This is an optimization exercise on Yosys and OpenROAD, whose aim is small area and a short achievable clock period, not a production implementation. At most, simulation tests tie the RTL to the original design; equivalence was not proved.

==> inputs of 04-13 <==
## mm_mult_arbiter
module mm_mult_arbiter #(
  parameter int W_D        = 32,
  parameter int NUM_REQ    = 4,
  parameter int MULT_DEPTH = 6
) (
  input  logic                   CLK,
  input  logic                   RST_N,
  input  logic                   HOLD,
  input  logic [NUM_REQ-1:0]     REQ_VALID,
  input  logic [NUM_REQ-1:0]     REQ_LAST,
  input  logic [NUM_REQ*W_D-1:0] REQ_A,
  input  logic [NUM_REQ*W_D-1:0] REQ_B,
  output logic [NUM_REQ-1:0]     REQ_READY,
  output logic [NUM_REQ-1:0]     RSLT_VALID,
  output logic [2*W_D-1:0]       RSLT,
  output logic                   RSLT_LAST,
  output logic                   BUSY
);
  logic [3:0] isel, bsel;
  logic [3:0] sel, grant;
  logic       accept, acc_last;
  logic [3:0] V;
  assign V = REQ_VALID;
  always_comb begin
    for (int i = 0; i < 4; i++) begin
      sel[i] = bsel[i] |
               (V[i] & (isel[i] |
                        (isel[(i+3)%4] & ~V[(i+3)%4]) |
                        (isel[(i+2)%4] & ~V[(i+2)%4] & ~V[(i+3)%4]) |
                        (isel[(i+1)%4] & ~V[(i+1)%4] & ~V[(i+2)%4] & ~V[(i+3)%4])));
    end
  end
  assign REQ_READY = sel & {4{RST_N & ~HOLD}};
  assign grant     = REQ_READY & V;
  assign accept    = |grant;
  assign acc_last  = |(grant & REQ_LAST);
  always_ff @(posedge CLK) begin
    if (!RST_N) begin
      isel <= 4'b0001;
      bsel <= 4'b0000;
    end else if (accept) begin
  ...
Settings: LEC_CHECK=0, ABC_AREA=1, CAP_MARGIN=20, CORE_MARGIN=2, CORE_UTILIZATION=55, CTS_BUF_LIST=sky130_fd_sc_hd__clkbuf_4 sky130_fd_sc_hd__clkbuf_8, SETUP_SLACK_MARGIN=5, SLEW_MARGIN=20; clock period 10.0 ns.
standard.sh (not shown) runs the stock make flow with config.mk's settings and CLKGATE_MAP_FILE= SYNTH_SCRIPT=/design/flow/synth_recipe.tcl, a recipe that flattens the netlist after the stock synthesis.
==> flow/flow/run.sh <==
#!/bin/bash
# Own flow: the standard layout, except that Yosys's generic "abc -fast" pre-mapping inside
# "synth -run fine:" is skipped (-noabc), so extract_fa sees the adder tree as written and the
# full adders keep their polarity (no inverters between them). Everything else -- the synthesis
# script, its register naming, and every layout step -- is the standard one, except that the
# port buffers that buffer_ports inserts on every input and output are buf_1 cells.
set -euo pipefail
WORK=$(pwd)

# synthesis script: synth_recipe.tcl, sourcing a copy of ORFS's synth.tcl with -noabc on the
# fine-grained synth call
sed 's/synth -top \$::env(DESIGN_NAME) -run fine: {\*}\$synth_full_args/synth -top $::env(DESIGN_NAME) -run fine: -noabc {*}$synth_full_args/' \
  "$FLOW_HOME/scripts/synth.tcl" > "$WORK/own_synth.tcl"
grep -q -- '-run fine: -noabc' "$WORK/own_synth.tcl"
sed "s#source \$::env(SCRIPTS_DIR)/synth.tcl#source $WORK/own_synth.tcl#" \
  "$WORK/synth_recipe.tcl" > "$WORK/own_synth_recipe.tcl"
grep -q "own_synth.tcl" "$WORK/own_synth_recipe.tcl"

# standard.sh with the synthesis script swapped
sed "s#SYNTH_SCRIPT=[^ ]*#SYNTH_SCRIPT=$WORK/own_synth_recipe.tcl#" "$WORK/standard.sh" > "$WORK/own_standard.sh"
grep -q "own_synth_recipe.tcl" "$WORK/own_standard.sh"

bash "$WORK/own_standard.sh" synth > "$WORK/synth.log" 2>&1
bash "$WORK/standard.sh" "BUFFER_PORTS_ARGS=-buffer_cell sky130_fd_sc_hd__buf_1" finish > "$WORK/layout.log" 2>&1
==> 11-15: changes against 04-13 <==
--- a/flow/design.v
+++ b/flow/design.v
@@ -15,41 +15,49 @@
   output logic [2*W_D-1:0]       RSLT,
   output logic                   RSLT_LAST,
   output logic                   BUSY
 );
   logic [3:0] isel, bsel;
-  logic [3:0] sel, grant;
+  logic       ien;
+  logic [3:0] blk [4];
+  logic [3:0] sel, grant, isel_n, bsel_n;
   logic       accept, acc_last;
   logic [3:0] V;
   assign V = REQ_VALID;
   always_comb begin
-    for (int i = 0; i < 4; i++) begin
-      sel[i] = bsel[i] |
-               (V[i] & (isel[i] |
-                        (isel[(i+3)%4] & ~V[(i+3)%4]) |
-                        (isel[(i+2)%4] & ~V[(i+2)%4] & ~V[(i+3)%4]) |
-                        (isel[(i+1)%4] & ~V[(i+1)%4] & ~V[(i+2)%4] & ~V[(i+3)%4])));
-    end
+    for (int i = 0; i < 4; i++)
+      sel[i] = bsel[i] | (ien & V[i] & ~|(V & blk[i]));
   end
   assign REQ_READY = sel & {4{RST_N & ~HOLD}};
   assign grant     = REQ_READY & V;
   assign accept    = |grant;
   assign acc_last  = |(grant & REQ_LAST);
-  always_ff @(posedge CLK) begin
+  always_comb begin
+    isel_n = isel;
+    bsel_n = bsel;
     if (!RST_N) begin
-      isel <= 4'b0001;
-      bsel <= 4'b0000;
+      isel_n = 4'b0001;
+      bsel_n = 4'b0000;
     end else if (accept) begin
       if (acc_last) begin
-        isel <= {grant[2:0], grant[3]};
-        bsel <= 4'b0000;
+        isel_n = {grant[2:0], grant[3]};
+        bsel_n = 4'b0000;
       end else begin
-        isel <= 4'b0000;
-        bsel <= grant;
+        isel_n = 4'b0000;
+        bsel_n = grant;
       end
     end
   end
+  always_ff @(posedge CLK) begin
+    isel <= isel_n;
+    bsel <= bsel_n;
+    ien  <= ~|bsel_n;
+    for (int i = 0; i < 4; i++)
+      for (int j = 0; j < 4; j++)
+        blk[i][j] <= (j != i) && ((isel_n[j]) | (((j+3)%4 != i) && isel_n[(j+3)%4]) |
+                                  (((j+3)%4 != i) && ((j+2)%4 != i) && isel_n[(j+2)%4]));
+  end
   logic [7:0] vld;
   logic [1:0] own [8];
   logic [7:0] lst;
   always_ff @(posedge CLK) begin
     if (!RST_N) vld <= '0;
==> flow/flow/run.sh (replaced) <==
#!/bin/bash
# Own flow: the standard layout (standard.sh) with three changes:
#  1. Yosys's generic "abc -fast" pre-mapping inside "synth -run fine:" is skipped (-noabc), so
#     extract_fa sees the adder tree as written and the full adders keep their polarity (no
#     inverters between them). The rest of the synthesis script, and so the register naming,
#     is the standard one.
#  2. The port buffers that buffer_ports puts on every input and output are buf_1 cells.
#  3. Timing repair aims at a setup slack of OWN_SETUP_MARGIN ns instead of config.mk's.
# Each tool's output goes to a log file in this folder (synth.log, layout.log).
set -euo pipefail
WORK=$(pwd)
OWN_SETUP_MARGIN=5.3

# synthesis script: synth_recipe.tcl, sourcing a copy of ORFS's synth.tcl with -noabc on the
# fine-grained synth call
sed 's/synth -top \$::env(DESIGN_NAME) -run fine: {\*}\$synth_full_args/synth -top $::env(DESIGN_NAME) -run fine: -noabc {*}$synth_full_args/' \
  "$FLOW_HOME/scripts/synth.tcl" > "$WORK/own_synth.tcl"
grep -q -- '-run fine: -noabc' "$WORK/own_synth.tcl"
sed "s#source \$::env(SCRIPTS_DIR)/synth.tcl#source $WORK/own_synth.tcl#" \
  "$WORK/synth_recipe.tcl" > "$WORK/own_synth_recipe.tcl"
grep -q "own_synth.tcl" "$WORK/own_synth_recipe.tcl"

# standard.sh with the synthesis script and the repair margin swapped
sed -e "s#SYNTH_SCRIPT=[^ ]*#SYNTH_SCRIPT=$WORK/own_synth_recipe.tcl#" \
    -e "s#SETUP_SLACK_MARGIN=[^ ]*#SETUP_SLACK_MARGIN=$OWN_SETUP_MARGIN#" \
    "$WORK/standard.sh" > "$WORK/own_standard.sh"
grep -q "own_synth_recipe.tcl" "$WORK/own_standard.sh"
grep -q "SETUP_SLACK_MARGIN=$OWN_SETUP_MARGIN" "$WORK/own_standard.sh"

bash "$WORK/own_standard.sh" synth > "$WORK/synth.log" 2>&1
bash "$WORK/own_standard.sh" "BUFFER_PORTS_ARGS=-buffer_cell sky130_fd_sc_hd__buf_1" finish > "$WORK/layout.log" 2>&1
- CTS_CLUSTER_DIAMETER: unset -> 100
- CTS_CLUSTER_SIZE: unset -> 16
==> 04-04: changes against 04-13 <==
--- a/flow/design.v
+++ b/flow/design.v
@@ -15,41 +15,49 @@
   output logic [2*W_D-1:0]       RSLT,
   output logic                   RSLT_LAST,
   output logic                   BUSY
 );
   logic [3:0] isel, bsel;
-  logic [3:0] sel, grant;
+  logic       ien;
+  logic [3:0] blk [4];
+  logic [3:0] sel, grant, isel_n, bsel_n;
   logic       accept, acc_last;
   logic [3:0] V;
   assign V = REQ_VALID;
   always_comb begin
-    for (int i = 0; i < 4; i++) begin
-      sel[i] = bsel[i] |
-               (V[i] & (isel[i] |
-                        (isel[(i+3)%4] & ~V[(i+3)%4]) |
-                        (isel[(i+2)%4] & ~V[(i+2)%4] & ~V[(i+3)%4]) |
-                        (isel[(i+1)%4] & ~V[(i+1)%4] & ~V[(i+2)%4] & ~V[(i+3)%4])));
-    end
+    for (int i = 0; i < 4; i++)
+      sel[i] = bsel[i] | (ien & V[i] & ~|(V & blk[i]));
   end
   assign REQ_READY = sel & {4{RST_N & ~HOLD}};
   assign grant     = REQ_READY & V;
   assign accept    = |grant;
   assign acc_last  = |(grant & REQ_LAST);
-  always_ff @(posedge CLK) begin
+  always_comb begin
+    isel_n = isel;
+    bsel_n = bsel;
     if (!RST_N) begin
-      isel <= 4'b0001;
-      bsel <= 4'b0000;
+      isel_n = 4'b0001;
+      bsel_n = 4'b0000;
     end else if (accept) begin
       if (acc_last) begin
-        isel <= {grant[2:0], grant[3]};
-        bsel <= 4'b0000;
+        isel_n = {grant[2:0], grant[3]};
+        bsel_n = 4'b0000;
       end else begin
-        isel <= 4'b0000;
-        bsel <= grant;
+        isel_n = 4'b0000;
+        bsel_n = grant;
       end
     end
   end
+  always_ff @(posedge CLK) begin
+    isel <= isel_n;
+    bsel <= bsel_n;
+    ien  <= ~|bsel_n;
+    for (int i = 0; i < 4; i++)
+      for (int j = 0; j < 4; j++)
+        blk[i][j] <= (j != i) && ((isel_n[j]) | (((j+3)%4 != i) && isel_n[(j+3)%4]) |
+                                  (((j+3)%4 != i) && ((j+2)%4 != i) && isel_n[(j+2)%4]));
+  end
   logic [7:0] vld;
   logic [1:0] own [8];
   logic [7:0] lst;
   always_ff @(posedge CLK) begin
     if (!RST_N) vld <= '0;
==> flow/flow/run.sh (replaced) <==
#!/bin/bash
# Own flow: the standard layout (standard.sh) with three changes:
#  1. Yosys's generic "abc -fast" pre-mapping inside "synth -run fine:" is skipped (-noabc), so
#     extract_fa sees the adder tree as written and the full adders keep their polarity (no
#     inverters between them). The rest of the synthesis script, and so the register naming,
#     is the standard one.
#  2. The port buffers that buffer_ports puts on every input and output are buf_1 cells.
#  3. Timing repair aims at a setup slack of OWN_SETUP_MARGIN ns instead of config.mk's.
# Each tool's output goes to a log file in this folder (synth.log, layout.log).
set -euo pipefail
WORK=$(pwd)
OWN_SETUP_MARGIN=5.6

# synthesis script: synth_recipe.tcl, sourcing a copy of ORFS's synth.tcl with -noabc on the
# fine-grained synth call
sed 's/synth -top \$::env(DESIGN_NAME) -run fine: {\*}\$synth_full_args/synth -top $::env(DESIGN_NAME) -run fine: -noabc {*}$synth_full_args/' \
  "$FLOW_HOME/scripts/synth.tcl" > "$WORK/own_synth.tcl"
grep -q -- '-run fine: -noabc' "$WORK/own_synth.tcl"
sed "s#source \$::env(SCRIPTS_DIR)/synth.tcl#source $WORK/own_synth.tcl#" \
  "$WORK/synth_recipe.tcl" > "$WORK/own_synth_recipe.tcl"
grep -q "own_synth.tcl" "$WORK/own_synth_recipe.tcl"

# standard.sh with the synthesis script and the repair margin swapped
sed -e "s#SYNTH_SCRIPT=[^ ]*#SYNTH_SCRIPT=$WORK/own_synth_recipe.tcl#" \
    -e "s#SETUP_SLACK_MARGIN=[^ ]*#SETUP_SLACK_MARGIN=$OWN_SETUP_MARGIN#" \
    "$WORK/standard.sh" > "$WORK/own_standard.sh"
grep -q "own_synth_recipe.tcl" "$WORK/own_standard.sh"
grep -q "SETUP_SLACK_MARGIN=$OWN_SETUP_MARGIN" "$WORK/own_standard.sh"

bash "$WORK/own_standard.sh" synth > "$WORK/synth.log" 2>&1
bash "$WORK/own_standard.sh" "BUFFER_PORTS_ARGS=-buffer_cell sky130_fd_sc_hd__buf_1" finish > "$WORK/layout.log" 2>&1
- CTS_CLUSTER_DIAMETER: unset -> 100
- CTS_CLUSTER_SIZE: unset -> 16
==> flow_summary.json <==
{
  "status": "timing/DRC/antenna clean",
  "relSlewSlack": 0.396,
  "synth-seq-cells": 640,
  "min_to": "prod[5][48]$_DFF_P_",
  "globalplace.congestion": 0.979,
  "crit_start": "REQ_VALID[1]",
  "cts_resized": 30,
  "seqCellArea_sq_um": 12800,
  "die_x_microns": 266,
  "yosysUniqueCellTypes": 47,
  "first_pass_iters": 12,
  "multi_input_area_share": 0.565,
  "grt_pass1_vias": 29500,
  "buffers": 435,
  "drt-met1-wl_mm": 42.0
}
The numbers above come from 11-15.

==> flow_summary.json <==
{
  "multi_input_comb_cells": 2377,
  "relSlewSlack": 0.442,
  "first_pass_iters": 8,
  "synth-seq-cells": 640,
  "grt_pass1_vias": 29800,
  "r2r-start": "bn_r[9]$_DFF_P_",
  "globalplace.congestion": 1.01,
  "min_to": "prod[2][46]$_DFF_P_",
  "cts_resized": 71,
  "drt-met1-wl_mm": 41.8,
  "buffers": 445,
  "die_x_microns": 266,
  "multi_input_area_share": 0.563,
  "yosysUniqueCellTypes": 47,
  "status": "timing/DRC/antenna clean",
  "crit_start": "REQ_VALID[2]"
}
The numbers above come from 04-04.

==> flow_summary.json <==
{
  "yosysUniqueCellTypes": 42,
  "multi_input_area_share": 0.549,
  "globalplace.congestion": 0.938,
  "seqCellArea_sq_um": 12600,
  "synth-seq-cells": 631,
  "relSlewSlack": 0.317,
  "status": "timing/DRC/antenna clean",
  "first_pass_iters": 8,
  "die_x_microns": 265,
  "min_to": "prod[4][0]$_DFF_P_",
  "drt-met1-wl_mm": 42.0
}
The numbers above come from 04-13.

The RTL of 11-15 and 04-04 was laid out without a check of its function.

afterwards: timing with drivers on the ports:
In the flow no input, the clock included, has a driving cell. The finished layouts below were timed again as built, in two steps.
Step 1 assumes that a clkbuf_16 drives the clock port and a buf_2 every other input.
Step 2 also shifts input and output timing later by t, the mid clock arrival at the registers, as if the neighbouring blocks saw the same clock.
Slacks: no drivers / after step 1 / after step 2; pairs: no drivers / after step 1.
run	t, ns	setup slack, ns	hold slack, ns	worst setup path at the end	latest minus earliest clock arrival (ns)
04-13	0.762	5.036 / 5.006 / 5.006	0.305 / 0.305 / 0.305	input to output	0.052 / 0.052
11-15	0.735	5.197 / 5.145 / 5.145	0.325 / 0.325 / 0.325	input to output	0.018 / 0.018
04-04	0.730	5.234 / 5.185 / 5.185	0.322 / 0.322 / 0.322	input to output	0.039 / 0.038
After both steps every run listed still meets setup and hold. For 11-15, which loses most, drivers alone change the setup slack by -0.052 ns; drivers and shift together by -0.052 ns.
